Background: an optimization exercise with open tools, aiming at small area, a short achievable clock period and few clock cycles per item. Do not read the settings as production practice. Function was checked by simulation only, so behaviour that the tests miss may differ from the original. No activity file was given, so power comes from the tool's default toggle rates.

File: run.sh
#!/bin/bash
# synth_recipe.tcl (not shown) runs the flow's synth.tcl, then flattens the netlist and writes it again
# the make line also repeats each setting of config.mk as NAME=value (left out here)
make -C /OpenROAD-flow-scripts/flow DESIGN_CONFIG=/design/flow/config.mk WORK_HOME=/design/flow/orfs CLKGATE_MAP_FILE= SYNTH_SCRIPT=/design/flow/synth_recipe.tcl finish
File: config.mk
export PLATFORM = sky130hd
export DESIGN_NAME = http_header_field_locator
export DESIGN_NICKNAME = http_header_field_locator
export VERILOG_FILES = /design/flow/design.v
export SDC_FILE = /design/flow/constraint.sdc
export NUM_CORES = 4
export LEC_CHECK = 0
export ABC_AREA = 1
export CAP_MARGIN = 20
export CORE_AREA = 2 2 168.09 168.09
export DIE_AREA = 0 0 170.09 170.09
export SETUP_SLACK_MARGIN = 2.4
export SLEW_MARGIN = 20
File: design.v
`default_nettype none
package hhfl_pkg;
  localparam int unsigned PosW = 16;
  localparam logic [1:0] PH_START = 2'd0;
  localparam logic [1:0] PH_KEY   = 2'd1;
  localparam logic [1:0] PH_VALUE = 2'd2;
  localparam logic [1:0] PH_DONE  = 2'd3;
  localparam logic [7:0] ChCr    = 8'h0d;
  localparam logic [7:0] ChLf    = 8'h0a;
  localparam logic [7:0] ChSpace = 8'h20;
  localparam logic [7:0] ChColon = 8'h3a;
  localparam logic [7:0] ChZero  = 8'h30;
  localparam logic [7:0] ChNine  = 8'h39;
  function automatic logic [7:0] start_char(input logic [1:0] k, input logic [3:0] i);
    logic [63:0] s;
    case (k)
      2'd0: s = "HTTP/1.1";
      2'd1: s = {"GET", 40'd0};
      2'd2: s = {"HEAD", 32'd0};
      default: s = {"POST", 32'd0};
    endcase
    start_char = s[63 - 8 * i[2:0] -: 8];
  endfunction
  function automatic logic [3:0] start_len(input logic [1:0] k);
    case (k)
      2'd0: start_len = 4'd8;
      2'd1: start_len = 4'd3;
      default: start_len = 4'd4;
    endcase
  endfunction
  function automatic logic [7:0] key_char(input logic [1:0] k, input logic [3:0] i);
    logic [103:0] s;
    case (k)
      2'd0: s = {"Host:", 64'd0};
      2'd1: s = {"User-Agent:", 16'd0};
      default: s = "Content-Type:";
    endcase
    key_char = (i < 4'd13) ? s[103 - 8 * i -: 8] : 8'd0;
  endfunction
  function automatic logic [3:0] key_len(input logic [1:0] k);
    case (k)
      2'd0: key_len = 4'd5;
      2'd1: key_len = 4'd11;
      default: key_len = 4'd13;
    endcase
  endfunction
  function automatic logic start_match(input logic [1:0] k, input logic [3:0] i,
                                       input logic [7:0] b);
    start_match = 1'b0;
    for (int j = 0; j < 8; j++)
      if (i == 4'(j) && 4'(j) < start_len(k) && b == start_char(k, 4'(j)))
        start_match = 1'b1;
  endfunction
  function automatic logic key_match(input logic [1:0] k, input logic [3:0] i,
                                     input logic [7:0] b);
    key_match = 1'b0;
    for (int j = 0; j < 13; j++)
      if (i == 4'(j) && 4'(j) < key_len(k) && b == key_char(k, 4'(j)))
        key_match = 1'b1;
  endfunction
  function automatic logic [15:0] inc16(input logic [15:0] x);
    for (int j = 0; j < 16; j++)
      inc16[j] = x[j] ^ ((x & ((16'd1 << j) - 16'd1)) == ((16'd1 << j) - 16'd1));
  endfunction
endpackage
`default_nettype wire
`default_nettype none
module hhfl_scan (
  input  wire logic        clk,
  input  wire logic        rst_n,
  input  wire logic        step,       
  input  wire logic        clear,      
  input  wire logic        last_byte,
  input  wire logic [7:0]  data_byte,
  input  wire logic        is_cr,
  input  wire logic        line_end,   
  input  wire logic        is_sp,
  input  wire logic        is_colon,
  input  wire logic        is_digit,
  output logic             cr_r,       
  output logic             early_nxt,  
  output logic             r_ok,
  output logic             r_resp,
  output logic [1:0]       r_method,
  output logic [15:0]      r_status,
  output logic [15:0]      r_uri_off,
  output logic [15:0]      r_uri_len,
  output logic [15:0]      r_host_off,
  output logic [15:0]      r_host_len,
  output logic [15:0]      r_agent_off,
  output logic [15:0]      r_agent_len,
  output logic [15:0]      r_ctype_off,
  output logic [15:0]      r_ctype_len
);
  logic [15:0] pos_r;
  logic        full_r;               
  logic        st_r, kp_r, vp_r;
  logic        colon_r;              
  logic        sp1_r, sp2_r;         
  logic [3:0]  m_r;                  
  logic [3:0]  idx_r;
  logic        drun_r;               
  logic        dig_r;                
  logic        vseen_r;              
  logic [15:0] vst_r;                
  logic [15:0] csc_r;                
  logic [15:0] cnt_r;                
  logic [15:0] pos_inc;
  logic        adv, clr, resp, hdr, colsp;
  assign pos_inc = hhfl_pkg::inc16(pos_r);
  assign adv   = step && !full_r;
  assign clr   = !rst_n || (step && last_byte);
  assign resp  = m_r[2];
  assign hdr   = kp_r || vp_r;
  assign colsp = colon_r && is_sp;
  logic       st_end, st_end_ok, first_sp, load_v, dig_acc, cnt_inc, commit, key_end;
  logic       resp_now;
  logic [1:0] kind;
  assign st_end    = st_r && line_end;
  assign st_end_ok = st_end && sp2_r && (!resp || dig_r);
  assign first_sp  = st_r && !sp1_r && is_sp;
  assign key_end   = kp_r && colsp;
  assign load_v    = first_sp || key_end;
  assign dig_acc   = drun_r && is_digit;
  assign cnt_inc   = (st_r && sp1_r && !sp2_r) || (vp_r && !vseen_r && !colsp);
  assign commit    = vp_r && line_end;
  always_comb begin
    resp_now = m_r[0] && idx_r == 4'd8;
    kind = 2'd3;
    for (int k = 3; k >= 1; k--)
      if (m_r[k] && idx_r == hhfl_pkg::start_len(2'(k))) kind = 2'(k - 1);
  end
  logic [3:0] m_nxt, idx_nxt;
  logic [3:0] idx_sat;
  assign idx_sat = (idx_r == 4'd15) ? idx_r : idx_r + 4'd1;
  always_comb begin
    m_nxt = m_r; idx_nxt = idx_r;
    if ((st_r || hdr) && line_end) begin
      m_nxt = 4'b0111; idx_nxt = '0;
    end else if (st_r && !sp1_r) begin
      if (is_sp) begin
        m_nxt = {1'b0, resp_now, resp_now ? 2'd0 : kind};
        idx_nxt = '0;
      end else begin
        for (int k = 0; k < 4; k++)
          m_nxt[k] = m_r[k] && hhfl_pkg::start_match(2'(k), idx_r, data_byte);
        idx_nxt = idx_sat;
      end
    end else if (kp_r) begin
      if (colsp) begin
        for (int k = 0; k < 3; k++)
          m_nxt[k] = m_r[k] && idx_r == hhfl_pkg::key_len(2'(k));
      end else begin
        for (int k = 0; k < 3; k++)
          m_nxt[k] = m_r[k] && hhfl_pkg::key_match(2'(k), idx_r, data_byte);
        idx_nxt = idx_sat;
      end
    end
  end
  logic early_r;
  assign early_nxt = clr ? 1'b1 : adv ? pos_r[15:1] == 15'd0 : early_r;
  always_ff @(posedge clk) early_r <= early_nxt;
  always_ff @(posedge clk) begin
    if (clr) begin
      pos_r <= '0; full_r <= 1'b0; st_r <= 1'b1; kp_r <= 1'b0; vp_r <= 1'b0;
      cr_r <= 1'b0; colon_r <= 1'b0; sp1_r <= 1'b0; sp2_r <= 1'b0; m_r <= 4'hf;
      idx_r <= '0; drun_r <= 1'b0; dig_r <= 1'b0; vseen_r <= 1'b0;
    end else if (adv) begin
      pos_r <= pos_inc; full_r <= &pos_r[15:1];
      if (st_end) st_r <= 1'b0;
      if (st_end_ok || commit || (kp_r && line_end && idx_r != 4'd1)) kp_r <= 1'b1;
      else if (key_end || (kp_r && line_end)) kp_r <= 1'b0;
      if (key_end) vp_r <= 1'b1;
      else if (commit) vp_r <= 1'b0;
      cr_r <= is_cr;
      colon_r <= hdr && is_colon;
      if (first_sp) sp1_r <= 1'b1;
      if (st_r && sp1_r && is_sp) sp2_r <= 1'b1;
      m_r <= m_nxt; idx_r <= idx_nxt;
      if (first_sp) drun_r <= resp_now;
      else if (!is_digit) drun_r <= 1'b0;
      if (dig_acc) dig_r <= 1'b1;
      if (line_end) vseen_r <= 1'b0;
      else if (vp_r && colsp) vseen_r <= 1'b1;
    end
  end
  logic [15:0] acc_a, acc_b, acc_c, acc_e, s1, c1, s2, c2;
  logic [8:0]  lo_sum;
  logic [7:0]  hi_sum;
  always_comb begin
    acc_a = {vst_r[12:0], data_byte[2:0]};
    acc_b = {vst_r[14:0], 1'b0};
    acc_c = {csc_r[12:1], data_byte[3], 3'b000};
    acc_e = {csc_r[14:0], 1'b0};
    s1 = acc_a ^ acc_b ^ acc_c;
    c1 = {(acc_a[14:0] & acc_b[14:0]) | (acc_a[14:0] & acc_c[14:0]) | (acc_b[14:0] & acc_c[14:0]), 1'b0};
    s2 = s1 ^ c1 ^ acc_e;
    c2 = {(s1[14:0] & c1[14:0]) | (s1[14:0] & acc_e[14:0]) | (c1[14:0] & acc_e[14:0]), 1'b0};
    lo_sum = {1'b0, vst_r[7:0]} + {1'b0, csc_r[7:0]};
    hi_sum = vst_r[15:8] + csc_r[15:8];
  end
  always_ff @(posedge clk) begin
    if (adv && load_v) begin
      vst_r <= (first_sp && resp_now) ? 16'd0 : pos_inc;
      csc_r <= '0;
    end else if (adv && dig_acc) begin
      vst_r <= s2;
      csc_r <= c2;
    end else begin
      vst_r <= {hi_sum, lo_sum[7:0]};
      csc_r <= {7'd0, lo_sum[8], 8'd0};
    end
    if (adv && load_v) cnt_r <= '1;
    else if (adv && cnt_inc) cnt_r <= hhfl_pkg::inc16(cnt_r);
  end
  logic [15:0] vst_g, cnt_g;
  assign vst_g = clear ? 16'd0 : vst_r;
  assign cnt_g = clear ? 16'd0 : cnt_r;
  always_ff @(posedge clk) begin
    if (clear || (adv && st_end_ok)) begin
      r_ok <= !clear;
      r_resp <= !clear && resp;
      r_method <= clear ? 2'd0 : m_r[1:0];
    end
    if (clear || (adv && st_end_ok && resp))
      r_status <= vst_g;
    if (clear || (adv && st_end_ok && !resp)) begin
      r_uri_off <= vst_g; r_uri_len <= cnt_g;
    end
    if (clear || (adv && commit && m_r[0])) begin
      r_host_off <= vst_g; r_host_len <= cnt_g;
    end
    if (clear || (adv && commit && m_r[1])) begin
      r_agent_off <= vst_g; r_agent_len <= cnt_g;
    end
    if (clear || (adv && commit && m_r[2])) begin
      r_ctype_off <= vst_g; r_ctype_len <= cnt_g;
    end
  end
endmodule
`default_nettype wire
`default_nettype none
module http_header_field_locator (
  input  wire logic        clk,
  input  wire logic        rst_n,
  input  wire logic        in_valid,
  output logic             in_stall,
  input  wire logic [7:0]  in_data_byte,
  input  wire logic        in_last_byte,
  output logic             out_valid,
  input  wire logic        out_stall,
  output logic             out_parse_ok,
  output logic             out_resp_flag,
  output logic [1:0]       out_method_kind,
  output logic [15:0]      out_status_code,
  output logic [15:0]      out_uri_offset,
  output logic [15:0]      out_uri_length,
  output logic [15:0]      out_host_offset,
  output logic [15:0]      out_host_length,
  output logic [15:0]      out_agent_offset,
  output logic [15:0]      out_agent_length,
  output logic [15:0]      out_ctype_offset,
  output logic [15:0]      out_ctype_length
);
  logic       iv_r, il_r, ov_r, stall_r, step_r, fresh_r;
  logic [7:0] ib_r;
  logic       cr_r, le_r, sp_r, colon_r, digit_r;
  logic       pcr;                   
  logic       early_nxt;             
  logic       iv_nxt, il_nxt, ov_nxt, step_nxt, clear;
  assign in_stall = stall_r;
  always_comb begin
    iv_nxt = iv_r;
    il_nxt = il_r;
    if (in_valid && !stall_r) begin
      iv_nxt = 1'b1;
      il_nxt = in_last_byte;
    end else if (step_r) begin
      iv_nxt = 1'b0;
    end
    ov_nxt = ov_r;
    if (step_r && il_r) ov_nxt = 1'b1;
    else if (!out_stall) ov_nxt = 1'b0;
    step_nxt = iv_nxt && (!ov_nxt || (early_nxt && !il_nxt));
  end
  assign clear = (ov_r && !out_stall) || (fresh_r && step_r && !ov_r);
  always_ff @(posedge clk) begin
    if (!rst_n) begin
      iv_r <= 1'b0;
      ov_r <= 1'b0;
      stall_r <= 1'b0;
      step_r <= 1'b0;
      fresh_r <= 1'b1;
    end else begin
      iv_r <= iv_nxt;
      ov_r <= ov_nxt;
      stall_r <= iv_nxt && !step_nxt;
      step_r <= step_nxt;
      if (step_r) fresh_r <= il_r;
    end
    if (!stall_r) begin
      ib_r    <= in_data_byte;
      il_r    <= in_last_byte;
      cr_r    <= in_data_byte == hhfl_pkg::ChCr;
      le_r    <= in_data_byte == hhfl_pkg::ChLf && (iv_r ? (cr_r && !il_r) : pcr);
      sp_r    <= in_data_byte == hhfl_pkg::ChSpace;
      colon_r <= in_data_byte == hhfl_pkg::ChColon;
      digit_r <= in_data_byte >= hhfl_pkg::ChZero && in_data_byte <= hhfl_pkg::ChNine;
    end
  end
  hhfl_scan u_scan (
    .clk(clk), .rst_n(rst_n), .step(step_r), .clear(clear), .last_byte(il_r),
    .data_byte(ib_r), .is_cr(cr_r), .line_end(le_r), .cr_r(pcr), .early_nxt(early_nxt), .is_sp(sp_r), .is_colon(colon_r),
    .is_digit(digit_r),
    .r_ok(out_parse_ok), .r_resp(out_resp_flag), .r_method(out_method_kind),
    .r_status(out_status_code), .r_uri_off(out_uri_offset), .r_uri_len(out_uri_length),
    .r_host_off(out_host_offset), .r_host_len(out_host_length),
    .r_agent_off(out_agent_offset), .r_agent_len(out_agent_length),
    .r_ctype_off(out_ctype_offset), .r_ctype_len(out_ctype_length)
  );
  assign out_valid = ov_r;
endmodule
`default_nettype wire
File: constraint.sdc
create_clock -name core_clock -period 4.0 [get_ports {clk}]
set_input_delay 0.8000 -clock core_clock [delete_from_list [all_inputs] [get_ports {clk}]]
set_output_delay 0.8000 -clock core_clock [all_outputs]
set_load 0.01 [all_outputs]
==> metrics.md, run 1 <==
| Metric | Value |
|---|---|
| Data required time of the worst path | 3200 ps |
| Worst Clk Skew | 14.6 ps |
| Critical path's top delay family | flip-flops |
| Placer Congestion | 0.928 |
| WP data arrival | 1110 ps |
| Count of hold-fix buffers inserted at cts | 0 |
| Total instance count after detailed placement | 1483 |
| Wire length of the first global-routing pass | 41700 µm |
| Highest ir drop seen on vdd | 0.000281 V |
| Post-synth top area share | 46.4% |
| Result of the run | complete, no violations |
| Synthesized-area fraction occupied by ao, oa, aoi and oai cells | 7.49% |
| Endpoints failing hold | 0 |
| Setup Viol. Count Final | 0 |
| TritonCTS sink count | 248 |
| Register bit total from synthesis | 248 |
| Sequential cell area fraction in the yosys report | 61.9% |
| Placement row count | 60 |
| Final Max Slew Viols | 0 |
| HPWL Detailed | 18200 µm |
| Startpoint class of the critical path | register |
| Final core occ | 55.2% |
| Overflow left after global routing | 0 |
| Per-cell routed wire length | 17.3 µm |
| Syn Area/Cell | 10.8 µm² |
| Xor and xnor fraction of the mapped netlist area | 1.48% |
| Final critical-path required period | 1910 ps |
| Max-slew headroom at the worst pin | 77.7% |
| CORE AREA | 27000 µm² |
| Vertical die dimension | 170 µm |
| Final critical-path share of the clock period | 47.9% |
| Register share of total power | 47.3% |
| Actual transition at the worst max-transition pin | 333 ps |
| Max Fclk | 0.522 GHz |
| Clk slew on worst S/H paths | 60 ps |
| Critical path, cell by cell | buf_2 |
| Synthesized net count | 1056 |
| Post-synthesis adder-cell area fraction | 7.83% |
| Total Nets Final | 1344 |
| Maximum fanout encountered on the critical timing path | 1 |
| CTS tree | done |
| Final non-filler cell total | 1638 |
| Warnings from Yosys | 2 |
| Final-layout setup total negative slack | 0 ps |
| Count of input and output buffers | 162 |
| Class of the tightest hold or removal check | reg2reg |
| Routed vias | 8140 |
| Crit path kind | reg2out |
| Filler cell count | 2316 |
| Layout cell share with drive strength beyond 1 | 41.6% |
| Sum of buffers and inverters on the critical path | 1 |
| Slowest-stage cell, CP | edfxtp_1 |
| Reported net switching power | 1.94 mW |
| Number of global-route vias before repair | 7649 |
| Worst skew pair latency | 530 ps |
| Final hold slack | 446 ps |
| Synth-to-Final Area Change | 39.6% |
| Final instance area | 14900 µm² |
| Total I/O pin count | 163 |
| Power per cell area | 472 nW/µm² |
| Number of antenna cells inserted | 0 |
| Cell types occupying the most area after synthesis | edfxtp_1 46%, dfxtp_1 16%, nand2_1 6.1% |
| Final Worst Setup Slack | 2090 ps |
| Total DRC errors in the routed layout | 0 |
| Violation count after the first detailed-route iteration | 734 |
| Post-synthesis mux area share | 0.0937% |
| Post-place instance area | 12900 µm² |
| Initial standard-cell utilization of the core | 39.5% |
| Largest net degree at the start of global routing | 36 |
| Number of detailed-route iterations in the first pass | 6 |
| Combined area of all synthesized cells | 10700 µm² |
| CTS Root Cell | clkbuf_16 |
| Routed Antenna Nets | 0 |
| Sw Ratio | 27.5% |
| Worst setup slack for register-to-register paths | 2220 ps |
| Highest cell delay on the worst timing path | 420 ps |
| Maximum level of the CTS H-tree | 1 |
| Portion of total power attributed to the clock network | 33.7% |
| Area leader, netlist | edfxtp_1 |
| Max capacitance violation total | 0 |
| Via density | 4.97 |
| Clock buffer count from CTS | 26 |
| Total wirelength of the detailed-routed design | 28300 µm |
| Leakage | 6.17 nW |
| RSZ-0062 raised after global routing | yes |
| Placement Setup Slack | 1350 ps |
| Die outline width | 170 µm |
| Gate power share | 19.0% |
| Post-synth cell types | 51 |
| Clock Path Buffers | 3 |
| Antenna violations before repair | 0 |
| Int Power | 5.10 mW |
| Main combinational cell family by area after synthesis | simple AND/OR/NAND/NOR gates |
| Endpoint kind of the worst setup timing path | primary output |
| Full die area | 28900 µm² |
| Total design power | 7.03 mW |
| Gate Count Post-Synth | 990 |
| Share of synthesized cell area in and, or, nand and nor gates | 16.0% |
| Total routing usage reported by global routing | 18.4% |
==> worst paths after layout <==
path                                                  from                         end  cells after the start
worst min-delay path            u_scan.m_r[1]$_SDFFE_PP1P_  u_scan.m_r[1]$_SDFFE_PP1P_                      2
worst max register to register     u_scan.vst_r[8]$_DFF_P_     u_scan.vst_r[9]$_DFF_P_                      5
worst min register to register  u_scan.m_r[1]$_SDFFE_PP1P_  u_scan.m_r[1]$_SDFFE_PP1P_                      2
worst max-delay path                 u_scan.r_ok$_DFFE_PP_                out_parse_ok                      1
==> state kept, by name (all words and copies together) (netlist names), 2 cells and up <==
name / count
ib_r: 8
u_scan.cnt_r: 16
u_scan.csc_r: 13
u_scan.idx_r: 4
u_scan.m_r: 4
u_scan.pos_r: 16
u_scan.r_agent_len: 16
u_scan.r_agent_off: 16
u_scan.r_ctype_len: 16
u_scan.r_ctype_off: 16
u_scan.r_host_len: 16
u_scan.r_host_off: 16
u_scan.r_method: 2
u_scan.r_status: 16
u_scan.r_uri_len: 16
u_scan.r_uri_off: 16
u_scan.vst_r: 16
==> logic make-up after synthesis <==
kind of cell | count (synthesis)
simple gates | 396
flops | 248
buf+inv | 139
compound gates | 135
fa+ha+maj | 53
xor+xnor | 18
mux | 1
==> cells in the final DEF (no fill, tap or decap), drive strengths merged, types with 6 or more instances in the layout <==
master and count:
clkbuf 31, buf 258, clkinv 12, o21ai 53, clkdlybuf4s50 10, nand3 62, nor3 14, fa 23
ha 30, dfxtp 83, nor2 123, a21oi 45, edfxtp 165, xor2 12, xnor2 6, inv 123
o211ai 14, nand2 181
==> area by class of cell <==
| type | instances | area [µm²] | area share (%) |
|---|---|---|---|
| timing repair inverter | 2 | 17.5 | 0.117 |
| inverter | 124 | 532 | 3.57 |
| sequential | 248 | 6700 | 44.9 |
| multi-input combinational | 605 | 4390 | 29.5 |
| timing repair buffer | 271 | 1990 | 13.4 |
| clock inverter | 17 | 180 | 1.21 |
| clock buffer | 30 | 666 | 4.46 |
| tap | 341 | 427 | 2.86 |
==> cell usage after synthesis (all sizes together) <==
cell type and instances:
nand4 5, a22o 2, a21oi 45, and2 1
clkinv 1, nor4b 1, nor2 123, a31oi 4
a21boi 2, inv 123, a22oi 2, edfxtp 165
o211ai 14, nor4 3, xor2 12, or3 1
buf 10, fa 23, or2 3, nor3 14
nand3b 2, dfxtp 83, o31ai 1, o221ai 5
a211oi 2, o22ai 2, o21ai 52, nand2 180
a21o 2, nand3 62, ha 30, o21bai 2
mux2i 1, and3 1, clkbuf 5, xnor2 6
==> metal layers <==
metal / up-vias / global-route usage, % / part of all wire, %
met1: 3872 / 25.5 / 44
li1: 3939 / - / -
met4: 0 / 4.35 / 2.1
met2: 279 / 30.6 / 48
met5: - / 0 / 0
met3: 50 / 2.84 / 5.8
==> what timing repair did <==
item | CTS | global route
setup buffers | 57 | 44
endpoints found under the setup margin | 523 | 309
cloned | 6 | 1
resized for setup | 719 | 164
pin swaps | 47 | 55
==> power groups by stage <==
stage | clock network, mW | logic [mW] | registers, mW
after global placement | 0 | 1.15 | 3.37
after global routing | 2.52 | 1.47 | 3.36
after floorplan | 0 | 0.558 | 3.42
final | 2.37 | 1.33 | 3.33
after detailed placement | 0 | 1.17 | 3.38
after CTS | 2.42 | 1.20 | 3.32
Testbench counts, summed over its fixed seeds: cycles 57,812, bytes 57,796.
==> run 2: changes to the inputs <==
--- a/config.mk
+++ b/config.mk
@@ -9,5 +9,5 @@
 export CAP_MARGIN = 20
 export CORE_AREA = 2 2 168.09 168.09
 export DIE_AREA = 0 0 170.09 170.09
-export SETUP_SLACK_MARGIN = 2.4
+export SETUP_SLACK_MARGIN = 1.95
 export SLEW_MARGIN = 20
==> run 2 against run 1 <==
  * Still clean
  * Clock skew grew 6.4 ps
  * Power shrank 6.1%
  * Design area shrank 9.0%
  * Non-clock buffer count shrank 97
  * Register-to-register slack lost 130 ps
  * Flip-flop and latch count is the same
  * Clock power shrank 5%
  * Synthesized cell count is the same
  * Combinational power shrank about 20%
  * Largest cell class unchanged
==> metrics.md, run 2 <==
| Metric | Value |
|---|---|
| Result of the run | complete, no violations |
| Total routing usage reported by global routing | 16.8% |
| Class of the tightest hold or removal check | reg2reg |
| Routed Antenna Nets | 0 |
| Worst setup slack for register-to-register paths | 2090 ps |
| Number of instances on the worst hold path | 2 |
| Placer Congestion | 0.887 |
| Area leader, netlist | edfxtp_1 |
| Post-synth cell types | 51 |
| Highest cell delay on the worst timing path | 380 ps |
| Critical path's top delay family | flip-flops |
| Xor and xnor fraction of the mapped netlist area | 1.48% |
| Most common library cells after synthesis | 174 x nand2_1, 165 x edfxtp_1, 115 x inv_1, 115 x nor2_1, 83 x dfxtp_1 |
| Per-cell routed wire length | 16.0 µm |
| Filler cell count | 2469 |
| Capturing point of the worst reg2reg path | u_scan.vst_r[7]$_DFF_P_ |
| Number of antenna cells inserted | 0 |
| Initial standard-cell utilization of the core | 39.5% |
| Synthesized net count | 1056 |
| Count of hold-fix buffers inserted at cts | 0 |
| Gate Count Post-Synth | 990 |
| Number of flops mapped to enable cells by yosys | 165 |
| Final critical-path required period | 2020 ps |
| CTS tree | done |
| Clock buffer count from CTS | 25 |
| Max Fclk | 0.496 GHz |
| Actual transition at the worst max-transition pin | 549 ps |
| Number of global-route vias before repair | 7046 |
| Count of input and output buffers | 162 |
| Final critical-path share of the clock period | 50.4% |
| Startpoint class of the critical path | register |
| Violation count after the first detailed-route iteration | 502 |
| RR Startpoint | u_scan.vst_r[6]$_DFF_P_ |
| Die outline width | 170 µm |
| Asr flop ratio synth | 0% |
| Full die area | 28900 µm² |
| Synth-to-Final Area Change | 27.1% |
| Sum of buffers and inverters on the critical path | 1 |
| Post-synthesis adder-cell area fraction | 7.83% |
| Worst r2r path cells | 4 |
| Overflow left after global routing | 0 |
| Synthesized-area fraction occupied by ao, oa, aoi and oai cells | 7.49% |
| Startpoint of the worst hold path | u_scan.m_r[1]$_SDFFE_PP1P_ |
| Slowest-stage cell, CP | edfxtp_1 |
| Routed vias | 7541 |
| Total wirelength of the detailed-routed design | 24500 µm |
| Register bit total from synthesis | 248 |
| Leakage | 5.61 nW |
| Cell types occupying the most area after synthesis | edfxtp_1 46%, dfxtp_1 16%, nand2_1 6.1% |
| Sequential cell area fraction in the yosys report | 61.9% |
| Commonest non-fill, non-tap cell in the layout | nand2_1 |
| Placement row count | 60 |
| Dominant register cell in the synthesized netlist | edfxtp_1 |
| Endpoints failing hold | 0 |
| Number of detailed-route iterations in the first pass | 5 |
| Min-Delay Endpoint | u_scan.m_r[1]$_SDFFE_PP1P_ |
| Final core occ | 50.2% |
| Max-slew headroom at the worst pin | 63.3% |
| Max capacitance violation total | 0 |
| Critical path, cell by cell | dlygate4sd2_1 |
| Clk slew on worst S/H paths | 60 ps |
| Total I/O pin count | 163 |
| Combined area of all synthesized cells | 10700 µm² |
| Post-synth top area share | 46.4% |
| RSZ-0062 raised after global routing | yes |
| Data required time of the worst path | 3200 ps |
| Final hold slack | 445 ps |
| Largest net degree at the start of global routing | 34 |
| Register Area | 6620 µm² |
| WP data arrival | 1220 ps |
| CTS Root Cell | clkbuf_16 |
| Wire length of the first global-routing pass | 38300 µm |
| Power per cell area | 486 nW/µm² |
| Endpoint kind of the worst setup timing path | primary output |
| Maximum fanout encountered on the critical timing path | 1 |
| Total DRC errors in the routed layout | 0 |
| Post-synthesis mux area share | 0.0937% |
| Layout cell share with drive strength beyond 1 | 8.03% |
| Maximum level of the CTS H-tree | 1 |
| HPWL Detailed | 17700 µm |
| Clock Path Buffers | 3 |
| Syn Area/Cell | 10.8 µm² |
| Total Nets Final | 1242 |
| Antenna violations before repair | 0 |
| Crit path kind | reg2out |
| Warnings from Yosys | 2 |
| Final-layout setup total negative slack | 0 ps |
| Area of combinational cells with multiple inputs | 3590 µm² |
| Worst Clk Skew | 21.0 ps |
| Highest ir drop seen on vdd | 0.000290 V |
| Final Max Slew Viols | 0 |
| Share of synthesized cell area in and, or, nand and nor gates | 16.0% |
| Main combinational cell family by area after synthesis | simple AND/OR/NAND/NOR gates |
| TritonCTS sink count | 248 |
| Setup Viol. Count Final | 0 |
| Via density | 4.91 |
| Worst skew pair latency | 540 ps |
| Commonest non-fill, non-tap cells in the layout | 172 x nand2_1, 165 x edfxtp_1, 115 x inv_1, 112 x nor2_1, 91 x dlygate4sd2_1 |
| CORE AREA | 27000 µm² |
| Cell with the most instances after synthesis | nand2_1 |
| Vertical die dimension | 170 µm |
## run 2: cell types whose count changed in the layout (fill, tap and decap cells not counted), sizes merged, moves of 2 or more
| cell | change |
|---|---|
| buf | -246 |
| bufinv | -2 |
| clkbuf | +5 |
| clkdlybuf4s15 | +58 |
| clkdlybuf4s50 | +2 |
| clkinv | -3 |
| clkinvlp | -4 |
| dlygate4sd2 | +90 |
## run 2: worst max-delay path by stage
stage	start	cells after the start	slack [ps]	to
floorplan	step_r$_SDFF_PN0_	5	1770	u_scan.r_ctype_len[0]$_DFFE_PP_
global placement	out_stall	6	910	u_scan.r_ctype_off[13]$_DFFE_PP_
detailed placement	out_stall	6	770	u_scan.r_ctype_off[15]$_DFFE_PP_
CTS	u_scan.r_status[0]$_DFFE_PP_	1	1950	out_status_code[0]
global route	step_r$_SDFF_PN0_	8	1940	u_scan.cnt_r[9]$_SDFFE_PP1P_
finish	u_scan.r_agent_off[13]$_DFFE_PP_	1	1980	out_agent_offset[13]
## run 2: routing by layer
metal	routed length (µm)	global-route usage, %	vias to the layer above
met1	11600	24.2	3539
met2	11000	27.0	239
met3	1480	2.67	30
met4	434	3.57	0
li1	-	-	3733
met5	0	0	-
## run 2: worst reg2reg max path: cells and delay by family, from the launching register on
| family | cells | cell delay, ps |
|---|---|---|
| adder cells (fa/ha/maj) | 2 | 990 |
| flip-flops | 1 | 440 |
| AO/OA/AOI/OAI | 1 | 280 |
| AND/OR/NAND/NOR | 1 | 80 |
## run 2: cell type report
type | count | area share (%)
Clock buffer | 35 | 5.25
Clock inverter | 11 | 0.673
Inverter | 124 | 3.54
Multi-Input combinational cell | 603 | 26.5
Sequential cell | 248 | 48.8
Tap cell | 341 | 3.14
Timing Repair Buffer | 174 | 12.2
## run 2: what timing repair did
item,in CTS,in global routing
gates resized for setup,195,41
setup buffers,3,1
setup endpoints to repair,432,134
pin swaps,2,0
## run 2: power by group
part	total, mW	internal [mW]	switching [mW]
clock network	2.25	1.31	0.939
logic	1.06	0.415	0.641
registers	3.30	3.13	0.163
total	6.60	4.86	1.74
## run 2: through the flow
stage	cells	power [mW]	setup slack, ps	cell area (µm²)
global route	1536	6.93	1940	13600
finish	1536	6.60	1980	13600
floorplan	990	3.92	1770	10700
CTS	1535	6.67	1950	13500
detailed placement	1486	4.51	774	12800
global placement	1486	4.49	907	12800
## run 2: cell families after synthesis
kind of cell               after synthesis
AOI/OAI and AO/OA                      135
muxes                                    1
buffers and inverters                  139
DFF                                    248
and+or+nand+nor                        396
adders and majority gates               53
xor gates and xnor gates                18
==> run 3: changes to the inputs <==
--- a/config.mk
+++ b/config.mk
@@ -8,6 +8,7 @@
 export ABC_AREA = 1
 export CAP_MARGIN = 20
 export CORE_AREA = 2 2 168.09 168.09
+export CTS_BUF_LIST = sky130_fd_sc_hd__clkbuf_8
 export DIE_AREA = 0 0 170.09 170.09
-export SETUP_SLACK_MARGIN = 1.95
+export SETUP_SLACK_MARGIN = 2.1
 export SLEW_MARGIN = 20
==> run 3 against run 2 <==
  * Still clean on timing, DRC and antenna
  * Combinational power about the same
  * Clock skew fell by 9.2 ps
  * First-iteration DRC count grew 3.2%
  * Register-to-register slack gained 80 ps
  * Design area is 2.7% lower
  * Clock-buffer cell count increased by 9
  * Clock power down 9.3%
  * Flip-flop and latch count unchanged
  * Synthesized area unchanged
  * Sequential power about the same
  * Hold slack better by 0.95 ps
  * Worst setup slack improved by 87 ps
  * Largest power group unchanged
  * Highest routed layer unchanged
==> metrics.md, run 3 <==
| Metric | Value |
|---|---|
| Result of the run | complete, no violations |
| Placement Setup Slack | 1080 ps |
| Clock buffer count from CTS | 41 |
| Total Nets Final | 1270 |
| Startpoint class of the critical path | register |
| Number of flops mapped to enable cells by yosys | 165 |
| Total DRC errors in the routed layout | 0 |
| Max-slew headroom at the worst pin | 64.1% |
| Placement row count | 60 |
| Gate Count Post-Synth | 990 |
| Synthesized net count | 1056 |
| Gate power share | 16.6% |
| Full die area | 28900 µm² |
| Setup Viol. Count Final | 0 |
| Combined area of all synthesized cells | 10700 µm² |
| Syn Area/Cell | 10.8 µm² |
| Commonest non-fill, non-tap cells in the layout | 171 x nand2_1, 165 x edfxtp_1, 146 x buf_2, 136 x inv_1, 86 x nor2_1 |
| Violation count after the first detailed-route iteration | 518 |
| Number of global-route vias before repair | 7382 |
| Dominant register cell in the synthesized netlist | edfxtp_1 |
| Final Max Slew Viols | 0 |
| Highest cell delay on the worst timing path | 420 ps |
| Worst skew pair latency | 540 ps |
| Final-layout setup total negative slack | 0 ps |
| Asr flop ratio synth | 0% |
| Class of the tightest hold or removal check | reg2reg |
| Post-synth cell types | 51 |
| Sw Ratio | 28.0% |
| CORE AREA | 27000 µm² |
| Power per cell area | 485 nW/µm² |
| Routed Antenna Nets | 0 |
| Maximum level of the CTS H-tree | 2 |
| Max capacitance violation total | 0 |
| Post-synth top area share | 46.4% |
| Die outline width | 170 µm |
| Total routing usage reported by global routing | 17.3% |
| Total wirelength of the detailed-routed design | 25200 µm |
| Total design power | 6.41 mW |
| Final critical-path required period | 1930 ps |
| Count of input and output buffers | 162 |
| Synth-to-Final Area Change | 23.7% |
| Sequential cell area fraction in the yosys report | 61.9% |
| Placer Congestion | 0.898 |
| Cell types occupying the most area after synthesis | edfxtp_1 46%, dfxtp_1 16%, nand2_1 6.1% |
| CTS tree | done |
| Portion of total power attributed to the clock network | 31.9% |
| Cell with the most instances after synthesis | nand2_1 |
| Final critical-path share of the clock period | 48.2% |
| Clock Path Buffers | 3 |
| Reported net switching power | 1.80 mW |
| Initial standard-cell utilization of the core | 39.5% |
| Via density | 4.84 |
| Most common library cells after synthesis | 174 x nand2_1, 165 x edfxtp_1, 115 x inv_1, 115 x nor2_1, 83 x dfxtp_1 |
| Final instance area | 13200 µm² |
| WP data arrival | 1130 ps |
| Int Power | 4.61 mW |
| Area leader, netlist | edfxtp_1 |
| Antenna violations before repair | 0 |
| Commonest non-fill, non-tap cell in the layout | nand2_1 |
| Vertical die dimension | 170 µm |
| Total I/O pin count | 163 |
| Highest ir drop seen on vdd | 0.000213 V |
| CTS Root Cell | clkbuf_8 |
| Endpoint kind of the worst setup timing path | primary output |
| Leakage | 5.61 nW |
| Actual transition at the worst max-transition pin | 538 ps |
| Count of hold-fix buffers inserted at cts | 0 |
| Final Worst Setup Slack | 2070 ps |
| Slowest-stage cell, CP | edfxtp_1 |
| Warnings from Yosys | 2 |
| Number of detailed-route iterations in the first pass | 5 |
| Clk slew on worst S/H paths | 50 ps |
| Overflow left after global routing | 0 |
| Routed vias | 7640 |
| Endpoints failing hold | 0 |
| Critical path, cell by cell | buf_2 |
| Maximum fanout encountered on the critical timing path | 1 |
| Largest net degree at the start of global routing | 35 |
| Critical path's top delay family | flip-flops |
| Wire length of the first global-routing pass | 39400 µm |
| Crit path kind | reg2out |
| Number of antenna cells inserted | 0 |
| Max Fclk | 0.519 GHz |
| Worst Clk Skew | 11.9 ps |
| Post-place instance area | 12800 µm² |
| Sum of buffers and inverters on the critical path | 1 |
| Per-cell routed wire length | 16.0 µm |
| Register share of total power | 51.5% |
| TritonCTS sink count | 248 |
| RSZ-0062 raised after global routing | yes |
| HPWL Detailed | 17700 µm |
| Layout cell share with drive strength beyond 1 | 25.3% |
| Data required time of the worst path | 3200 ps |
| Register bit total from synthesis | 248 |
==> run 3: cell count changes in the layout (fill, tap and decap cells not counted), sizes merged <==
cell	before	now
dlygate4sd2	91	0
clkinv	9	8
clkbuf	36	44
clkdlybuf4s15	58	0
inv	124	147
buf	12	173
==> run 3: final cells by class <==
type	instances	area, µm²
flip-flops and latches	248	6640
clock buffers	44	606
well taps	341	427
clock inverters	32	163
repair buffers	185	1130
repair inverters	1	8.76
multi-input cells	603	3750
fillers	2501	13800
inverters	124	497
==> run 3: cell families after synthesis <==
family          count (synthesis)  share of synthesized area (%)
fa+ha+maj                      53                           7.83
compound gates                135                           7.49
mux                             1                         0.0937
xor+xnor                       18                           1.48
simple gates                  396                           16.0
buf+inv                       139                           5.12
flops                         248                           61.9
==> run 3: timing repair <==
action / in CTS / in global routing
gates resized for setup: 641 / 48
pin swaps: 3 / 5
hold endpoints to repair: 0 / 0
setup buffers: 3 / 14
setup endpoints to repair: 474 / 304
cloned: 0 / 1
==> run 3: layer usage <==
layer	part of all wire [%]	wire length (µm)	GRT usage, %
met1	46	11600	23.9
met2	45	11400	27.5
met3	6.6	1660	3.70
met4	2.1	536	5.31
met5	0	0	0
==> run 3: final timing paths <==
path	startpoint	endpoint	slack (ps)	depth (start not counted)
worst max-delay path	u_scan.r_host_off[0]$_DFFE_PP_	out_host_offset[0]	2070	1
worst min-delay path	u_scan.m_r[1]$_SDFFE_PP1P_	u_scan.m_r[1]$_SDFFE_PP1P_	450	2
worst max register to register	step_r$_SDFF_PN0_	u_scan.r_status[7]$_DFFE_PP_	2170	6
worst min register to register	u_scan.m_r[1]$_SDFFE_PP1P_	u_scan.m_r[1]$_SDFFE_PP1P_	450	2
==> run 3: per-stage QoR <==
| step | util (%) | hold WS, ps | cells |
|---|---|---|---|
| 2_1_floorplan | - | 418 | 990 |
| 3_3_place_gp | 47.2 | 432 | 1484 |
| 3_5_place_dp | 47.2 | 441 | 1484 |
| 4_1_cts | 47.9 | 451 | 1563 |
| 5_1_grt | 48.9 | 485 | 1578 |
| 6_report | 48.9 | 446 | 1578 |
==> run 3: power by group through the flow <==
stage          Combinational [mW]  Clock (mW)  Sequential, mW
6_report                     1.06        2.04            3.30
5_1_grt                      1.20        2.23            3.34
4_1_cts                      1.02        2.11            3.31
3_5_place_dp                 1.13           0            3.37
3_3_place_gp                 1.11           0            3.37
2_1_floorplan               0.513           0            3.41
==> run 4: changes to the inputs <==
--- a/config.mk
+++ b/config.mk
@@ -10,5 +10,6 @@
 export CORE_AREA = 2 2 168.09 168.09
 export CTS_BUF_LIST = sky130_fd_sc_hd__clkbuf_8
 export DIE_AREA = 0 0 170.09 170.09
+export PLACE_DENSITY = 0.7
 export SETUP_SLACK_MARGIN = 2.1
 export SLEW_MARGIN = 20
==> run 4 against run 3 <==
  * Clock-buffer cell count grew 3
  * Largest cell class unchanged
  * Via count grew 3.2%
  * Die area did not move
  * Cell count grew 0.44%
  * Sequential share of layout area fell by 0.12 points
  * Worst setup slack lost 52 ps
  * Synthesized area is the same
  * Non-clock buffer count is 6 higher
  * Flip-flop and latch count unchanged
  * Still clean on timing, DRC and antenna
  * Sequential power is essentially flat
==> metrics.md, run 4 <==
| Metric | Value |
|---|---|
| Placer Congestion | 0.870 |
| Endpoints failing hold | 0 |
| Final-layout setup total negative slack | 0 ps |
| Class of the tightest hold or removal check | reg2reg |
| Violation count after the first detailed-route iteration | 622 |
| Main combinational cell family by area after synthesis | simple AND/OR/NAND/NOR gates |
| Clock buffer count from CTS | 40 |
| Total wirelength of the detailed-routed design | 26100 µm |
| Vertical die dimension | 170 µm |
| Per-cell routed wire length | 16.5 µm |
| Most common library cells after synthesis | 174 x nand2_1, 165 x edfxtp_1, 115 x inv_1, 115 x nor2_1, 83 x dfxtp_1 |
| Commonest non-fill, non-tap cells in the layout | 170 x nand2_1, 165 x edfxtp_1, 145 x buf_2, 122 x inv_1, 103 x nor2_1 |
| Leakage | 5.61 nW |
| Antenna violations before repair | 0 |
| Commonest non-fill, non-tap cell in the layout | nand2_1 |
| Total routing usage reported by global routing | 17.8% |
| Maximum fanout encountered on the critical timing path | 1 |
| Post-synth cell types | 51 |
| Overflow left after global routing | 0 |
| CTS Root Cell | clkbuf_8 |
| Synthesized net count | 1056 |
| Dominant register cell in the synthesized netlist | edfxtp_1 |
| Syn Area/Cell | 10.8 µm² |
| Cell with the most instances after synthesis | nand2_1 |
| Slowest-stage cell, CP | edfxtp_1 |
| Worst skew pair latency | 550 ps |
| Sum of buffers and inverters on the critical path | 1 |
| Wire length of the first global-routing pass | 40500 µm |
| Actual transition at the worst max-transition pin | 558 ps |
| Endpoint kind of the worst setup timing path | primary output |
| TritonCTS sink count | 248 |
| Highest cell delay on the worst timing path | 460 ps |
| Initial standard-cell utilization of the core | 39.5% |
| Register bit total from synthesis | 248 |
| Cell types occupying the most area after synthesis | edfxtp_1 46%, dfxtp_1 16%, nand2_1 6.1% |
| Maximum level of the CTS H-tree | 2 |
| Number of global-route vias before repair | 7678 |
| Final Max Slew Viols | 0 |
| Routed Antenna Nets | 0 |
| Asr flop ratio synth | 0% |
| HPWL Detailed | 18000 µm |
| Largest net degree at the start of global routing | 36 |
| Gate Count Post-Synth | 990 |
| Routed vias | 7881 |
| Count of hold-fix buffers inserted at cts | 0 |
| Warnings from Yosys | 2 |
| Share of synthesized cell area in and, or, nand and nor gates | 16.0% |
| Critical path's top delay family | flip-flops |
| Number of detailed-route iterations in the first pass | 5 |
| Total Nets Final | 1278 |
| Number of flops mapped to enable cells by yosys | 165 |
| Count of input and output buffers | 162 |
| Total I/O pin count | 163 |
| Area leader, netlist | edfxtp_1 |
| Max Fclk | 0.505 GHz |
| Layout cell share with drive strength beyond 1 | 25.1% |
| CORE AREA | 27000 µm² |
| Number of antenna cells inserted | 0 |
| Total DRC errors in the routed layout | 0 |
| Combined area of all synthesized cells | 10700 µm² |
| Post-synth top area share | 46.4% |
| Max capacitance violation total | 0 |
| Highest ir drop seen on vdd | 0.000178 V |
| Final critical-path share of the clock period | 49.5% |
| Synth-to-Final Area Change | 23.9% |
| Full die area | 28900 µm² |
| Setup Viol. Count Final | 0 |
| Clock Path Buffers | 3 |
| Worst Clk Skew | 29.1 ps |
| RSZ-0062 raised after global routing | yes |
| Filler cell count | 2498 |
| Result of the run | complete, no violations |
| Data required time of the worst path | 3200 ps |
| WP data arrival | 1180 ps |
| Via density | 4.97 |
| Final critical-path required period | 1980 ps |
| Die outline width | 170 µm |
| CTS tree | done |
| Placement row count | 60 |
| Synthesized-area fraction occupied by ao, oa, aoi and oai cells | 7.49% |
| Sequential cell area fraction in the yosys report | 61.9% |
| Max-slew headroom at the worst pin | 62.8% |
| Power per cell area | 488 nW/µm² |
| Post-synthesis mux area share | 0.0937% |
| Clk slew on worst S/H paths | 60 ps |
| Crit path kind | reg2out |
| Critical path, cell by cell | buf_2 |
| Post-synthesis adder-cell area fraction | 7.83% |
| Total design power | 6.46 mW |
| Xor and xnor fraction of the mapped netlist area | 1.48% |
| Startpoint class of the critical path | register |
==> run 4: cell counts after synthesis <==
No cell type changed its count.
==> run 4: worst min-delay path, delay by kind of cell (launching register included) <==
kind	cells	cell delay (ps)
flops	1	310
simple gates	2	100
==> run 4: power breakdown <==
part / switching (mW) / internal (mW) / total (mW)
clock: 0.981 / 1.08 / 2.06
combinational: 0.688 / 0.397 / 1.08
sequential: 0.172 / 3.14 / 3.31
total: 1.84 / 4.62 / 6.46
==> run 4: metrics by stage <==
stage / worst slack [ps] / hold slack (ps) / instance area, µm² / utilization (%) / std cells
finish: 2020 / 454 / 13200 / 49.0 / 1585
detailed placement: 1340 / 456 / 12800 / 47.2 / 1484
global route: 1980 / 501 / 13200 / 49.0 / 1585
global placement: 1350 / 432 / 12800 / 47.2 / 1484
CTS: 1960 / 465 / 13000 / 48.3 / 1576
floorplan: 2110 / 418 / 10700 / - / 990
==> run 4: logic make-up (layout without fill, tap and decap cells) <==
logic type | Yosys count | count (layout)
and+or+nand+nor | 396 | 396
DFF | 248 | 248
buffers and inverters | 139 | 390
AOI/OAI and AO/OA | 135 | 138
adders and majority gates | 53 | 53
xor gates and xnor gates | 18 | 18
muxes | 1 | 1
==> run 4: timing repair <==
action	CTS	global route
pin swaps	7	2
gates resized for setup	623	37
endpoints found under the hold margin	0	0
buffers inserted	15	8
gates cloned	3	1
setup endpoints to repair	438	395
==> run 4: final timing paths <==
path         cells past startpoint                            start                          to  slack [ps]
max                              1  u_scan.r_ctype_off[0]$_DFFE_PP_         out_ctype_offset[0]        2020
min                              2       u_scan.m_r[1]$_SDFFE_PP1P_  u_scan.m_r[1]$_SDFFE_PP1P_         450
max reg2reg                      4       u_scan.csc_r[3]$_SDFF_PP0_     u_scan.vst_r[6]$_DFF_P_        2190
min reg2reg                      2       u_scan.m_r[1]$_SDFFE_PP1P_  u_scan.m_r[1]$_SDFFE_PP1P_         450
==> run 4: layout make-up <==
class	count	area [µm²]	area share (%)
inverter	124	495	3.74
sequential	248	6630	50.1
timing repair inverter	1	8.76	0.0662
tap	341	427	3.22
clock buffer	47	647	4.89
clock inverter	27	130	0.983
multi-input combinational	606	3730	28.2
timing repair buffer	191	1170	8.83
==> run 4: per-layer routing <==
metal	up-vias	global-route usage, %	share of wire [%]
met5	-	0	0
met4	0	5.61	1.8
met3	35	2.95	6.5
met2	279	29.4	47
met1	3744	24.1	45
li1	3823	-	-
==> run 5: changes to the inputs <==
--- a/config.mk
+++ b/config.mk
@@ -5,11 +5,9 @@
 export SDC_FILE = /design/flow/constraint.sdc
 export NUM_CORES = 4
 export LEC_CHECK = 0
-export ABC_AREA = 1
+export ABC_AREA = 0
 export CAP_MARGIN = 20
 export CORE_AREA = 2 2 168.09 168.09
-export CTS_BUF_LIST = sky130_fd_sc_hd__clkbuf_8
 export DIE_AREA = 0 0 170.09 170.09
-export PLACE_DENSITY = 0.7
 export SETUP_SLACK_MARGIN = 2.1
 export SLEW_MARGIN = 20
==> run 5 against run 4 <==
  * Global-route usage shrank 0.72 points
  * Wire length shrank 0.77%
  * Non-clock buffer count grew 24
  * Clock-buffer cell count shrank 17
  * Cell count shrank 10%
  * Clock power grew 7%
  * Synthesized area grew 0.32%
  * Critical path type is now reg2reg
  * Largest cell class unchanged
==> metrics.md, run 5 <==
| Metric | Value |
|---|---|
| Placer Congestion | 0.896 |
| Total design power | 6.78 mW |
| Number of instances on the worst hold path | 2 |
| Number of detailed-route iterations in the first pass | 7 |
| Violation count after the first detailed-route iteration | 693 |
| CTS Root Cell | clkbuf_16 |
| Total I/O pin count | 163 |
| Endpoint kind of the worst setup timing path | register |
| Gate Count Post-Synth | 854 |
| CTS tree | done |
| Initial standard-cell utilization of the core | 39.6% |
| Routed Antenna Nets | 0 |
| Min-Delay Endpoint | u_scan.cr_r$_SDFFE_PP0P_ |
| Final Max Slew Viols | 0 |
| Maximum fanout encountered on the critical timing path | 6 |
| Data required time of the worst path | 4480 ps |
| Largest net degree at the start of global routing | 33 |
| Maximum level of the CTS H-tree | 1 |
| Highest cell delay on the worst timing path | 530 ps |
| Max Fclk | 0.518 GHz |
| Overflow left after global routing | 0 |
| Count of hold-fix buffers inserted at cts | 0 |
| Final non-filler cell total | 1423 |
| WP data arrival | 2410 ps |
| Total routing usage reported by global routing | 17.1% |
| HPWL Detailed | 17200 µm |
| Clock buffer count from CTS | 25 |
| Power per cell area | 498 nW/µm² |
| Worst Clk Skew | 22.2 ps |
| Combined area of all synthesized cells | 10700 µm² |
| Per-cell routed wire length | 18.2 µm |
| Count of input and output buffers | 162 |
| Clock Path Buffers | 3 |
| Worst setup slack for register-to-register paths | 2070 ps |
| Synthesized net count | 920 |
| Highest ir drop seen on vdd | 0.000309 V |
| Final critical-path required period | 1930 ps |
| Full die area | 28900 µm² |
| Asr flop ratio synth | 0% |
| Max-slew headroom at the worst pin | 66.3% |
| RSZ-0062 raised after global routing | yes |
| Worst skew pair latency | 540 ps |
| Most common library cells after synthesis | 165 x edfxtp_1, 84 x nand2_1, 83 x dfxtp_1, 51 x and2_1, 45 x nor2_1 |
| Actual transition at the worst max-transition pin | 501 ps |
| Final critical-path share of the clock period | 48.3% |
| Max capacitance violation total | 0 |
| RR Startpoint | ib_r[7]$_DFFE_PN_ |
| Antenna violations before repair | 0 |
| Slowest-stage cell, CP | edfxtp_1 |
| Post-synth top area share | 46.2% |
| Commonest non-fill, non-tap cell in the layout | edfxtp_1 |
| Commonest non-fill, non-tap cells in the layout | 165 x edfxtp_1, 149 x buf_2, 80 x nand2_1, 57 x dfxtp_1, 51 x and2_1 |
| Dominant register cell in the synthesized netlist | edfxtp_1 |
| Register bit total from synthesis | 248 |
| Leakage | 5.27 nW |
| CORE AREA | 27000 µm² |
| Startpoint of the worst hold path | u_scan.cr_r$_SDFFE_PP0P_ |
| Final core occ | 50.4% |
| Setup Viol. Count Final | 0 |
| Capturing point of the worst reg2reg path | u_scan.m_r[0]$_SDFFE_PP1P_ |
| Number of antenna cells inserted | 0 |
| Via density | 5.19 |
| Sequential cell area fraction in the yosys report | 61.8% |
| Placement row count | 60 |
| Routed vias | 7381 |
| Cell types occupying the most area after synthesis | edfxtp_1 46%, dfxtp_1 16%, fa_1 4.3% |
| Total DRC errors in the routed layout | 0 |
| Total instance count after detailed placement | 1332 |
| Crit path kind | reg2reg |
| Filler cell count | 2429 |
| Endpoints failing hold | 0 |
| TritonCTS sink count | 248 |
| Area leader, netlist | edfxtp_1 |
| Vertical die dimension | 170 µm |
| Cell with the most instances after synthesis | edfxtp_1 |
| Layout cell share with drive strength beyond 1 | 31.9% |
| Class of the tightest hold or removal check | reg2reg |
| Number of global-route vias before repair | 7101 |
| Critical path, cell by cell | nand4b_1, nor4_1, nand2_1, a31o_2, nand4_1 |
| Wire length of the first global-routing pass | 39200 µm |
| Warnings from Yosys | 2 |
| Total wirelength of the detailed-routed design | 25900 µm |
| Startpoint class of the critical path | register |
| Worst r2r path cells | 5 |
| Final-layout setup total negative slack | 0 ps |
| Number of flops mapped to enable cells by yosys | 165 |
| Total Nets Final | 1130 |
| Syn Area/Cell | 12.5 µm² |
| Post-synth cell types | 73 |
| Die outline width | 170 µm |
| Result of the run | complete, no violations |
| Clk slew on worst S/H paths | 60 ps |
| Synth-to-Final Area Change | 27.1% |
==> run 5: changes by cell type after synthesis, moves of 7 or more <==
cell,delta
a21oi_1,-15
and2_1,+50
clkbuf_1,+19
inv_1,-83
mux2i_1,+8
nand2_1,-90
nand3_1,-34
nor2_1,-70
nor2b_1,+13
o211ai_1,-7
o21ai_0,-20
xnor2_1,+18
xor2_1,+7
==> run 5: what timing repair did <==
item / CTS / global route
gates cloned: 1 / 2
gates resized for setup: 646 / 76
endpoints found under the setup margin: 427 / 185
pin swaps: 4 / 24
buffers inserted: 21 / 22
==> run 5: critical path: cells and delay by family, from the launching register on <==
kind             cells  cell delay (ps)
AO/OA/AOI/OAI        1              260
flip-flops           1              530
AND/OR/NAND/NOR      4             1090
==> run 5: cell families (layout without fill, tap and decap cells) <==
kind of cell / count (synthesis) / count (layout) / synth area share (%)
buffers and inverters: 67 / 292 / 2.56
xor gates and xnor gates: 43 / 43 / 3.52
muxes: 10 / 12 / 0.946
and+or+nand+nor: 302 / 303 / 15.2
AOI/OAI and AO/OA: 131 / 131 / 8.27
adders and majority gates: 53 / 53 / 7.80
DFF: 248 / 248 / 61.8
==> run 5: cell type report <==
type | instances | area [µm²] | area share (%)
Sequential cell | 248 | 6660 | 48.9
Multi-Input combinational cell | 542 | 4290 | 31.5
Timing Repair Buffer | 215 | 1340 | 9.86
Clock buffer | 30 | 654 | 4.80
Tap cell | 341 | 427 | 3.13
Clock inverter | 15 | 126 | 0.928
Inverter | 32 | 123 | 0.900
==> run 5: routing by layer <==
layer,routed length (µm),part of all wire [%],vias up,GRT usage [%]
met4,502,1.9,0,4.16
li1,-,-,3535,-
met5,0,0,-,0
met1,11700,45,3513,24.3
met3,1850,7.1,47,3.00
met2,11800,46,286,27.3
==> run 5: through the flow <==
stage	area (µm²)	setup WS, ps	hold WS (ps)
global route	13600	2020	471
CTS	13100	2050	466
detailed placement	12800	1200	452
finish	13600	2070	458
global placement	12800	1220	453
floorplan	10800	2040	418
==> run 5: where the power goes <==
part / total (mW) / internal (mW) / switching (mW)
sequential: 3.39 / 3.18 / 0.207
clock: 2.21 / 1.25 / 0.962
combinational: 1.18 / 0.502 / 0.677
total: 6.78 / 4.93 / 1.85
==> run 5: worst max path at each step <==
stage	startpoint	endpoint	slack [ps]	depth (start not counted)
2_1_floorplan	step_r$_SDFF_PN0_	u_scan.r_host_len[0]$_DFFE_PP_	2040	5
4_1_cts	u_scan.idx_r[1]$_SDFFE_PP0P_	u_scan.vst_r[8]$_DFF_P_	2050	6
5_1_grt	ib_r[3]$_DFFE_PN_	u_scan.m_r[1]$_SDFFE_PP1P_	2020	7
6_report	ib_r[7]$_DFFE_PN_	u_scan.m_r[0]$_SDFFE_PP1P_	2070	5
3_3_place_gp	step_r$_SDFF_PN0_	u_scan.vst_r[1]$_DFFE_PP_	1220	4
3_5_place_dp	step_r$_SDFF_PN0_	u_scan.vst_r[1]$_DFFE_PP_	1200	4
==> run 6: changes to the inputs <==
--- a/config.mk
+++ b/config.mk
@@ -5,9 +5,10 @@
 export SDC_FILE = /design/flow/constraint.sdc
 export NUM_CORES = 4
 export LEC_CHECK = 0
-export ABC_AREA = 0
+export ABC_AREA = 1
 export CAP_MARGIN = 20
 export CORE_AREA = 2 2 168.09 168.09
+export CTS_BUF_LIST = sky130_fd_sc_hd__clkbuf_8
 export DIE_AREA = 0 0 170.09 170.09
-export SETUP_SLACK_MARGIN = 2.1
+export SETUP_SLACK_MARGIN = 2.07
 export SLEW_MARGIN = 20
==> run 6 against run 5 <==
  * Maximum frequency is 0.67% higher
  * Sequential share of layout area rose by 1.2 points
  * Worst setup slack better by 13 ps
  * Wire length fell by 2.5%
  * Critical endpoint is now out_ctype_length[2]
  * Power fell by 4.4%
  * Hold slack got worse by 5.9 ps
  * Cell count rose by 11%
  * Register-to-register slack gained 60 ps
  * Synthesized area is 0.32% lower
  * Sequential power is 2% lower
  * Die area is the same
  * Still clean
==> metrics.md, run 6 <==
| Metric | Value |
|---|---|
| WP data arrival | 1120 ps |
| Dominant register cell in the synthesized netlist | edfxtp_1 |
| Met1 track demand over resource | 24.1% |
| Clk slew on worst S/H paths | 60 ps |
| Final non-filler cell total | 1580 |
| Endpoints failing hold | 0 |
| Final-layout setup total negative slack | 0 ps |
| TritonCTS sink count | 248 |
| Synthesized net count | 1056 |
| Data required time of the worst path | 3200 ps |
| Number of flops mapped to enable cells by yosys | 165 |
| Number of detailed-route iterations in the first pass | 5 |
| Most crowded layer after global routing | met2 |
| Worst skew pair latency | 540 ps |
| Register bit total from synthesis | 248 |
| HPWL Detailed | 17900 µm |
| Layout cell share with drive strength beyond 1 | 24.6% |
| Synth-to-Final Area Change | 23.9% |
| CTS Root Cell | clkbuf_8 |
| Sum of buffers and inverters on the critical path | 1 |
| Final critical-path share of the clock period | 47.9% |
| Overflow left after global routing | 0 |
| Maximum fanout encountered on the critical timing path | 1 |
| Register Area | 6630 µm² |
| Total design power | 6.48 mW |
| Routed Antenna Nets | 0 |
| Total DRC errors in the routed layout | 0 |
| Worst setup slack for register-to-register paths | 2130 ps |
| Final Max Slew Viols | 0 |
| Count of input and output buffers | 162 |
| Clock buffer count from CTS | 40 |
| Wire length of the first global-routing pass | 39400 µm |
| Slowest-stage cell, CP | edfxtp_1 |
| CTS tree | done |
| Power per cell area | 490 nW/µm² |
| Highest cell delay on the worst timing path | 420 ps |
| Met2 track demand over resource | 27.4% |
| Total Nets Final | 1276 |
| Post-synth top area share | 46.4% |
| Total instance count after detailed placement | 1486 |
| Warnings from Yosys | 2 |
| Area leader, netlist | edfxtp_1 |
| Clock Path Buffers | 3 |
| Highest ir drop seen on vdd | 0.000268 V |
| Sequential cell area fraction in the yosys report | 61.9% |
| Setup Viol. Count Final | 0 |
| Per-cell routed wire length | 16.0 µm |
| Class of the tightest hold or removal check | reg2reg |
| Max capacitance violation total | 0 |
| Number of global-route vias before repair | 7469 |
| Most common library cells after synthesis | 174 x nand2_1, 165 x edfxtp_1, 115 x inv_1, 115 x nor2_1, 83 x dfxtp_1 |
| Max Fclk | 0.521 GHz |
| Actual transition at the worst max-transition pin | 541 ps |
| Total routing usage reported by global routing | 17.3% |
| Maximum level of the CTS H-tree | 2 |
| Placement Setup Slack | 1130 ps |
| Count of hold-fix buffers inserted at cts | 0 |
| Final Worst Setup Slack | 2080 ps |
| Gate Count Post-Synth | 990 |
| Critical path's top delay family | flip-flops |
| Final instance area | 13200 µm² |
| Violation count after the first detailed-route iteration | 586 |
| Met3 track demand over resource in global routing | 3.37% |
| Placer Congestion | 0.892 |
| Asr flop ratio synth | 0% |
| Initial standard-cell utilization of the core | 39.5% |
| Critical path, cell by cell | buf_2 |
| Placement row count | 60 |
| Post-place instance area | 12800 µm² |
| Largest net degree at the start of global routing | 36 |
| Worst Clk Skew | 15.8 ps |
| Final hold slack | 452 ps |
| Total wirelength of the detailed-routed design | 25200 µm |
| Max-slew headroom at the worst pin | 63.6% |
| Vertical die dimension | 170 µm |
| Via density | 4.90 |
| Full die area | 28900 µm² |
| Area of combinational cells with multiple inputs | 3720 µm² |
| Result of the run | complete, no violations |
| Crit path kind | reg2out |
| Final critical-path required period | 1920 ps |
| Total I/O pin count | 163 |
| Final core occ | 49.0% |
| Combined area of all synthesized cells | 10700 µm² |
| Cell with the most instances after synthesis | nand2_1 |
| CORE AREA | 27000 µm² |
| RSZ-0062 raised after global routing | yes |
| Commonest non-fill, non-tap cells in the layout | 170 x nand2_1, 165 x edfxtp_1, 149 x buf_2, 129 x inv_1, 94 x nor2_1 |
| Number of antenna cells inserted | 0 |
| Commonest non-fill, non-tap cell in the layout | nand2_1 |
| Die outline width | 170 µm |
| Endpoint kind of the worst setup timing path | primary output |
| Syn Area/Cell | 10.8 µm² |
| Leakage | 5.63 nW |
| Filler cell count | 2536 |
| Startpoint class of the critical path | register |
| Post-synth cell types | 51 |
| Cell types occupying the most area after synthesis | edfxtp_1 46%, dfxtp_1 16%, nand2_1 6.1% |
| Antenna violations before repair | 0 |
| Routed vias | 7735 |
run 6: logic make-up (layout without fill, tap and decap cells):
logic type | after synthesis | count (layout) | synth area share, %
AO/OA/AOI/OAI | 135 | 136 | 7.49
XOR/XNOR | 18 | 18 | 1.48
adder cells (fa/ha/maj) | 53 | 53 | 7.83
buffers and inverters | 139 | 387 | 5.12
flip-flops | 248 | 248 | 61.9
multiplexers | 1 | 1 | 0.0937
AND/OR/NAND/NOR | 396 | 396 | 16.0
run 6: cell type report:
type                    count  area share [%]
flip-flops and latches    248            50.1
multi-input cells         604            28.1
repair buffers            192            8.95
clock buffers              41            4.26
inverters                 124            3.71
well taps                 341            3.22
clock inverters            30            1.70
run 6: per-layer routing:
metal / part of all wire, % / up-vias
li1: - / 3811
met3: 6.9 / 35
met4: 1.6 / 0
met2: 45 / 245
met5: 0 / -
met1: 46 / 3644
run 6: worst paths after layout:
path,from,end,cells past startpoint
setup reg to reg,u_scan.m_r[2]$_SDFFE_PP1P_,u_scan.r_uri_len[7]$_DFFE_PP_,6
setup / recovery,u_scan.r_ctype_len[2]$_DFFE_PP_,out_ctype_length[2],1
hold / removal,u_scan.m_r[1]$_SDFFE_PP1P_,u_scan.m_r[1]$_SDFFE_PP1P_,2
hold reg to reg,u_scan.m_r[1]$_SDFFE_PP1P_,u_scan.m_r[1]$_SDFFE_PP1P_,2
run 6: power by group:
part           leakage (nW)  total (mW)  internal [mW]  switching (mW)
clock                 0.457        2.12           1.16           0.965
combinational          2.92        1.05          0.388           0.662
sequential             2.26        3.31           3.14           0.169
total                  5.63        6.48           4.68            1.80
run 6: repair_timing:
action                     CTS  global route
pin swaps                    6             4
gates resized for setup    612            41
setup endpoints to repair  468           255
cloned                       1             0
buffers inserted            10            12
==> run 7: changes to the inputs <==
--- a/config.mk
+++ b/config.mk
@@ -8,7 +8,8 @@
 export ABC_AREA = 1
 export CAP_MARGIN = 20
 export CORE_AREA = 2 2 168.09 168.09
-export CTS_BUF_LIST = sky130_fd_sc_hd__clkbuf_8
+export CTS_CLUSTER_DIAMETER = 70
+export CTS_CLUSTER_SIZE = 24
 export DIE_AREA = 0 0 170.09 170.09
-export SETUP_SLACK_MARGIN = 2.07
+export SETUP_SLACK_MARGIN = 2.1
 export SLEW_MARGIN = 20
==> run 7 against run 6 <==
  * Wire length down 1.9%
  * Worst setup slack gained 0.80 ps
  * Flip-flop and latch count did not move
  * Clock-buffer cell count shrank 17
  * Cell count down 2.9%
  * Global-route usage decreased by 0.28 points
  * Critical endpoint is now out_status_code[0]
  * Largest cell class unchanged
==> metrics.md, run 7 <==
| Metric | Value |
|---|---|
| Syn Area/Cell | 10.8 µm² |
| Via density | 4.85 |
| Full die area | 28900 µm² |
| Count of hold-fix buffers inserted at cts | 0 |
| Clk slew on worst S/H paths | 90 ps |
| Clock buffer count from CTS | 17 |
| Placement row count | 60 |
| TritonCTS sink count | 248 |
| Routed Antenna Nets | 0 |
| Worst Clk Skew | 34.6 ps |
| Die outline width | 170 µm |
| Total DRC errors in the routed layout | 0 |
| Sequential cell area fraction in the yosys report | 61.9% |
| Overflow left after global routing | 0 |
| Largest net degree at the start of global routing | 35 |
| Final critical-path share of the clock period | 47.9% |
| Register bit total from synthesis | 248 |
| Total routing usage reported by global routing | 17.0% |
| Maximum level of the CTS H-tree | 1 |
| Warnings from Yosys | 2 |
| Post-synth cell types | 51 |
| Class of the tightest hold or removal check | reg2reg |
| Power per cell area | 477 nW/µm² |
| Final Max Slew Viols | 0 |
| Per-cell routed wire length | 16.1 µm |
| Asr flop ratio synth | 0% |
| Data required time of the worst path | 3200 ps |
| Dominant register cell in the synthesized netlist | edfxtp_1 |
| Leakage | 5.43 nW |
| Total Nets Final | 1248 |
| Highest cell delay on the worst timing path | 440 ps |
| Endpoint kind of the worst setup timing path | primary output |
| Maximum fanout encountered on the critical timing path | 1 |
| Number of flops mapped to enable cells by yosys | 165 |
| Total I/O pin count | 163 |
| Clock Path Buffers | 3 |
| Crit path kind | reg2out |
| Setup Viol. Count Final | 0 |
| Area of combinational cells with multiple inputs | 3710 µm² |
| Result of the run | complete, no violations |
| Combined area of all synthesized cells | 10700 µm² |
| Synthesized net count | 1056 |
| Layout cell share with drive strength beyond 1 | 23.6% |
| Placer Congestion | 0.898 |
| HPWL Detailed | 17700 µm |
| Final-layout setup total negative slack | 0 ps |
| Violation count after the first detailed-route iteration | 508 |
| Critical path, cell by cell | buf_2 |
| Antenna violations before repair | 0 |
## run 7: changes by cell type in the layout (fill, tap and decap cells not counted), moves of 3 or more
cell / previous run / this run
buf_2: 149 / 145
clkbuf_1: 0 / 6
clkbuf_16: 0 / 18
clkbuf_8: 41 / 0
clkinv_1: 7 / 0
clkinv_2: 3 / 0
clkinv_8: 3 / 0
dfxtp_1: 75 / 72
inv_1: 129 / 113
inv_8: 0 / 4
nor2_1: 94 / 90
## run 7: area by class of cell
class / instances / share of cell area [%]
clock buffer: 24 / 3.64
sequential: 248 / 51.0
multi-input combinational: 603 / 28.5
inverter: 124 / 3.78
tap: 341 / 3.28
timing repair buffer: 188 / 8.93
clock inverter: 6 / 0.789
## run 7: worst paths after layout
check	start	to	slack, ps	cells past startpoint
setup reg to reg	step_r$_SDFF_PN0_	u_scan.r_status[15]$_DFFE_PP_	2140	6
setup / recovery	u_scan.r_status[0]$_DFFE_PP_	out_status_code[0]	2080	1
hold / removal	u_scan.m_r[1]$_SDFFE_PP1P_	u_scan.m_r[1]$_SDFFE_PP1P_	450	2
hold reg to reg	u_scan.m_r[1]$_SDFFE_PP1P_	u_scan.m_r[1]$_SDFFE_PP1P_	450	2
## run 7: per-stage QoR
| step | cell area, µm² | setup WS, ps | util (%) | std cells | total power, mW |
|---|---|---|---|---|---|
| 2_1_floorplan | 10700 | 2110 | - | 990 | 3.93 |
| 3_3_place_gp | 12800 | 1140 | 47.2 | 1484 | 4.48 |
| 3_5_place_dp | 12800 | 1080 | 47.2 | 1484 | 4.50 |
| 4_1_cts | 12800 | 2060 | 47.2 | 1519 | 6.21 |
| 5_1_grt | 13000 | 2040 | 48.1 | 1534 | 6.52 |
| 6_report | 13000 | 2080 | 48.1 | 1534 | 6.19 |
## run 7: report_power, final
part,switching (mW),total [mW],internal (mW)
sequential,0.165,3.30,3.13
combinational,0.666,1.06,0.390
clock,0.858,1.84,0.983
total,1.69,6.19,4.50
## run 7: metal layers
metal | track usage, % | part of all wire, % | vias to the layer above | wire length, µm
li1 | - | - | 3725 | -
met1 | 24.2 | 48 | 3459 | 11800
met2 | 27.5 | 45 | 226 | 11200
met3 | 2.79 | 5.5 | 25 | 1370
met4 | 3.49 | 1.8 | 0 | 435
met5 | 0 | 0 | - | 0
## run 7: kinds of logic (layout without fill, tap and decap cells)
kind of cell | after synthesis | count (layout) | share of synthesized area [%]
AO/OA/AOI/OAI | 135 | 135 | 7.49
XOR/XNOR | 18 | 18 | 1.48
adder cells (fa/ha/maj) | 53 | 53 | 7.83
buffers and inverters | 139 | 342 | 5.12
flip-flops | 248 | 248 | 61.9
multiplexers | 1 | 1 | 0.0937
AND/OR/NAND/NOR | 396 | 396 | 16.0
## run 7: what timing repair did
item | in CTS | in global routing
buffers inserted | 5 | 15
pin swaps | 3 | 6
cloned | 0 | 0
endpoints found under the setup margin | 471 | 329
gates resized for setup | 637 | 39

-- what the ideal ports hide --
No port has a modelled driver above. Below, the same layouts with a new extraction and two added sets of constraints.
Step 1: set_driving_cell puts a clkbuf_16 on clk and a buf_2 on each other input, an assumption about the parent block.
Step 2 also shifts input and output timing later by t, the mid clock arrival at the registers, as if the neighbouring blocks saw the same clock.
Three values: ideal ports, drivers, drivers and shift; two values: the first two.
run	t (ns)	setup WS [ns]
run 1	0.571	2.086 / 2.041 / 1.890
run 2	0.570	1.985 / 1.942 / 1.513
run 3	0.573	2.072 / 2.034 / 1.637
run 4	0.576	2.020 / 1.980 / 1.589
run 5	0.577	2.070 / 2.035 / 1.692
run 6	0.572	2.082 / 2.043 / 1.599
run 7	0.531	2.083 / 2.040 / 1.700
After both steps every run listed still meets setup and hold.
